Background: an optimization exercise with open tools, aiming at small area and a short achievable clock period. Do not read the settings as production practice.
Where RTL was checked, it was by simulation tests only, not by an equivalence proof against the original.
Power is estimated from default activity; no workload was simulated.

==> module lru_replace_ctrl, before the edit <==
module lru_replace_ctrl #(
    parameter int WAYS  = lru_pkg::WAYS,
    parameter int IDX_W = lru_pkg::IDX_W
) (
    input  logic             clk,
    input  logic             rst,
    input  logic             i_req_valid,
    output logic             o_req_ready,
    input  logic [IDX_W-1:0] i_req_addr_7,
    input  logic [WAYS-1:0]  i_req_match_8,
    output logic [IDX_W-1:0] o_lru_addr_7,
    output logic [WAYS-1:0]  o_lru_hit_way_8,
    output logic             o_lru_hit_sig,
    output logic             o_lru_update,
    input  logic [WAYS-1:0]  i_lru_flag_8,
    output logic             o_refill_valid,
    output logic [WAYS-1:0]  o_refill_way_8,
    output logic [IDX_W-1:0] o_refill_addr_7,
    input  logic             i_refill_done,
    output logic             o_resp_valid,
    output logic             o_resp_hit,
    output logic [WAYS-1:0]  o_resp_way_8,
    input  logic             i_resp_ready,
    output logic             o_multi_hit_err
);
    localparam int RINGS = (1 << IDX_W) / 8;
    localparam int RW    = IDX_W - 3;
    function automatic logic [6:0] pair_enc(input logic [3:0] a, input logic [3:0] b);
        if (a[3])      pair_enc = {3'b100, b};
        else if (b[3]) pair_enc = {4'b1100, a[2:0]};
        else           pair_enc = {1'b0, a[2:0], b[2:0]};
    endfunction
    function automatic logic [3:0] pair_a(input logic [6:0] c);
        if (!c[6])     pair_a = {1'b0, c[5:3]};
        else if (!c[5]) pair_a = 4'd8;
        else           pair_a = {1'b0, c[2:0]};
    endfunction
    function automatic logic [3:0] pair_b(input logic [6:0] c);
        if (!c[6])     pair_b = {1'b0, c[2:0]};
        else if (!c[5]) pair_b = c[3] ? 4'd8 : {1'b0, c[2:0]};
        else           pair_b = 4'd8;
    endfunction
    logic st_idle, st_lookup, st_refill, st_update, st_resp;
    logic [1:0]       ptr_q;
    logic             swept_q;
    logic [IDX_W-1:0] addr_q;
    logic [3:0]       first_q;
    logic [8:1]       sec_lt_q;
    logic [3:0]       first_d;
    logic [3:0]       second_d;
    logic [8:1]       sec_lt_d;
    logic             is8, use_hi, lt_hi, lt_lo;
    logic [6:0]       ccode_q;
    logic             cclean_q;
    logic             odd_q;
    logic [2:0]       way_q;
    logic             hit_q;
    logic             promote_q;
    logic [6:0]       wcode_q;
    logic [6:0]       pc [RINGS][4];
    logic             sel_hit, sel_multi, sel_notfull;
    logic [2:0]       sel_way;
    logic [6:0]       code;
    logic [3:0]       cnt_a, cnt_b, new_a, new_b;
    logic             fill;
    logic [6:0]       new_code;
    logic [6:0]       wr_code;
    logic [RINGS-1:0] we;
    logic [1:0]       rd_pos;
    logic             rd_clean;
    logic [6:0]       rd_code [4];
    always_comb begin
        code  = cclean_q ? ccode_q : 7'd0;
        cnt_a = pair_a(code);
        cnt_b = pair_b(code);
    end
    lru_victim_sel #(.WAYS(WAYS)) u_sel (
        .i_clean     (cclean_q),
        .i_nvalid    (odd_q ? pair_b(ccode_q) : pair_a(ccode_q)),
        .i_first     (first_q),
        .i_lru_flag  (i_lru_flag_8),
        .o_hit       (sel_hit),
        .o_way_idx   (sel_way),
        .o_notfull   (sel_notfull)
    );
    logic [7:0] hi_dec, lo_dec;
    always_comb begin
        is8    = ccode_q[6] && (ccode_q[5] ? odd_q : (!odd_q || ccode_q[3]));
        use_hi = !ccode_q[6] && !odd_q;
        for (int k = 0; k < 8; k++) begin
            hi_dec[k] = (ccode_q[5:3] == 3'(k));
            lo_dec[k] = (ccode_q[2:0] == 3'(k));
        end
        lt_hi = |(hi_dec[7:1] & sec_lt_q[7:1]);
        lt_lo = |(lo_dec[7:1] & sec_lt_q[7:1]);
        sel_multi = (is8 && sec_lt_q[8]) || (!is8 && use_hi && lt_hi) ||
                    (!is8 && !use_hi && lt_lo);
    end
    always_ff @(posedge clk or posedge rst) begin
        if (rst) begin
            st_idle   <= 1'b1;
            st_lookup <= 1'b0;
            st_refill <= 1'b0;
            st_update <= 1'b0;
            st_resp   <= 1'b0;
            ptr_q     <= '0;
            swept_q   <= 1'b0;
        end else begin
            st_idle   <= (st_idle && !i_req_valid) || (st_resp && i_resp_ready);
            st_lookup <= st_idle && i_req_valid;
            st_refill <= (st_lookup && !sel_hit) || (st_refill && !i_refill_done);
            st_update <= (st_lookup && sel_hit) || (st_refill && i_refill_done);
            st_resp   <= st_update || (st_resp && !i_resp_ready);
            ptr_q     <= ptr_q + 2'd1;
            if (ptr_q == 2'd3) swept_q <= 1'b1;
        end
    end
    always_comb begin
        for (int j = 0; j < 4; j++) begin
            rd_code[j] = pc[i_req_addr_7[IDX_W-1:3]][j];
        end
        rd_pos   = i_req_addr_7[2:1] + ptr_q;
        rd_clean = swept_q || (rd_pos < ptr_q);
        first_d  = 4'd8;
        second_d = 4'd8;
        for (int k = WAYS-1; k >= 0; k--) begin
            if (i_req_match_8[k]) begin
                second_d = first_d;
                first_d  = 4'(k);
            end
        end
        if (!rd_clean) begin
            first_d  = 4'd8;
            second_d = 4'd8;
        end
        for (int k = 1; k <= 8; k++) begin
            sec_lt_d[k] = (second_d < 4'(k));
        end
    end
    always_ff @(posedge clk) begin
        first_q  <= first_d;
        sec_lt_q <= sec_lt_d;
        ccode_q  <= rd_code[rd_pos];
        cclean_q <= rd_clean;
        odd_q    <= i_req_addr_7[0];
        if (st_idle) addr_q <= i_req_addr_7;
        if (st_lookup) begin
            way_q     <= sel_way;
            hit_q     <= sel_hit;
            promote_q <= sel_hit || sel_notfull;
            wcode_q   <= new_code;
        end
    end
    always_comb begin
        fill     = !sel_hit && sel_notfull;
        new_a    = (fill && !odd_q) ? cnt_a + 4'd1 : cnt_a;
        new_b    = (fill &&  odd_q) ? cnt_b + 4'd1 : cnt_b;
        new_code = pair_enc(new_a, new_b);
        wr_code  = st_lookup ? new_code : wcode_q;
        for (int r = 0; r < RINGS; r++) begin
            we[r] = !st_idle && (addr_q[IDX_W-1:3] == RW'(r)) &&
                    (2'(addr_q[2:1] + ptr_q) == 2'd3);
        end
    end
    always_ff @(posedge clk) begin
        for (int r = 0; r < RINGS; r++) begin
            pc[r][0] <= we[r] ? wr_code : (swept_q ? pc[r][3] : 7'd0);
            for (int j = 1; j < 4; j++) begin
                pc[r][j] <= pc[r][j-1];
            end
        end
    end
    logic [WAYS-1:0] way_dec;
    always_comb begin
        for (int k = 0; k < WAYS; k++) begin
            way_dec[k] = (way_q == 3'(k));
        end
        o_req_ready     = st_idle && !rst;
        o_lru_addr_7    = st_idle ? '0 : addr_q;
        o_refill_addr_7 = st_idle ? '0 : addr_q;
        o_multi_hit_err = st_lookup && sel_multi;
        o_refill_valid  = st_refill;
        o_refill_way_8  = st_refill ? way_dec : '0;
        o_lru_update    = st_update;
        o_lru_hit_sig   = st_update && promote_q;
        o_lru_hit_way_8 = (st_update && promote_q) ? way_dec : '0;
        o_resp_valid    = st_resp;
        o_resp_hit      = st_resp && hit_q;
        o_resp_way_8    = st_resp ? way_dec : '0;
    end
endmodule
Settings: LEC_CHECK=0, ABC_AREA=1, CAP_MARGIN=20, CORE_MARGIN=2, CORE_UTILIZATION=35, CTS_CLUSTER_DIAMETER=100, CTS_CLUSTER_SIZE=30, SETUP_SLACK_MARGIN=4.6, SLEW_MARGIN=20; clock period 8.0 ns.
standard.sh (not shown) runs the stock make flow with config.mk's settings and CLKGATE_MAP_FILE= SYNTH_SCRIPT=/design/flow/synth_recipe.tcl, a recipe that flattens the netlist after the stock synthesis.
==> flow/flow/run.sh <==
#!/bin/bash
# The standard layout (standard.sh, its synthesis script included) with
# three changes:
#  - ABC maps the logic with flow/abc_area.script (ABC_AREA is 1), an
#    area-recovering mapping, in place of ORFS's abc_area.script; the flow
#    scripts are otherwise ORFS's own, copied unchanged;
#  - the port buffers are plain buffers;
#  - timing repair may change a cell's footprint when it resizes it.
set -e
rm -rf scripts_abc
cp -r "$FLOW_HOME/scripts" scripts_abc
cp flow/abc_area.script scripts_abc/abc_area.script
bash standard.sh SCRIPTS_DIR="$PWD/scripts_abc" MATCH_CELL_FOOTPRINT=0 \
    "BUFFER_PORTS_ARGS=-buffer_cell sky130_fd_sc_hd__buf_2" finish > standard.log 2>&1
==> flow/flow/abc_area.script <==
&get -n
&st
&dch
&nf -R 1000
&put
topo
stime -c
buffer -c
upsize -c
dnsize -c
Rerun with:
--- a/flow/design.v
+++ b/flow/design.v
@@ -75,11 +75,11 @@
         else if (!c[5]) pair_a = 4'd8;
         else           pair_a = {1'b0, c[2:0]};
     endfunction
     function automatic logic [3:0] pair_b(input logic [6:0] c);
         if (!c[6])     pair_b = {1'b0, c[2:0]};
-        else if (!c[5]) pair_b = c[3] ? 4'd8 : {1'b0, c[2:0]};
+        else if (!c[5]) pair_b = c[3:0];
         else           pair_b = 4'd8;
     endfunction
     logic st_idle, st_lookup, st_refill, st_update, st_resp;
     logic [1:0]       ptr_q;
     logic             swept_q;
The changed run finished clean.
Design area drops by 1.3%.
Worst setup slack gets better by 0.11 ns.
Clock power hardly moves.
Power increases by 8.5%.
Combinational power goes up by 36%.
Final cell count barely changes.
Routed wire length falls by 4.9%.
Via count is lower by 1.4%.
Global-route usage is lower by 0.64 points.
The RTL of the second run of this note was laid out without a check of its function.

[what the ideal ports hide]
Ports are ideal in the flow. The routed layouts listed here were re-timed in OpenROAD. Step 1 assumes that a clkbuf_16 drives the clock port and a buf_2 every other input. Step 2 times the ports against the registers' clock, not the clock port: input delays grow and output delays shrink by t, the midpoint of the rising clock arrivals with the driver on. Three values: ideal ports, drivers, drivers and shift; two values: the first two.
run	shift t [ns]	slack for setup (ns)	latest minus earliest clock arrival (ns)	worst slew at a driven data input, ns
the first run	0.595	4.403 / 4.349 / 4.141	0.016 / 0.016	0.04
the second run	0.594	4.517 / 4.486 / 4.156	0.020 / 0.020	0.04
After both steps setup and hold are still met in every run listed. For the second run, which loses most, drivers alone change the setup slack by -0.031 ns; drivers and shift together by -0.361 ns.
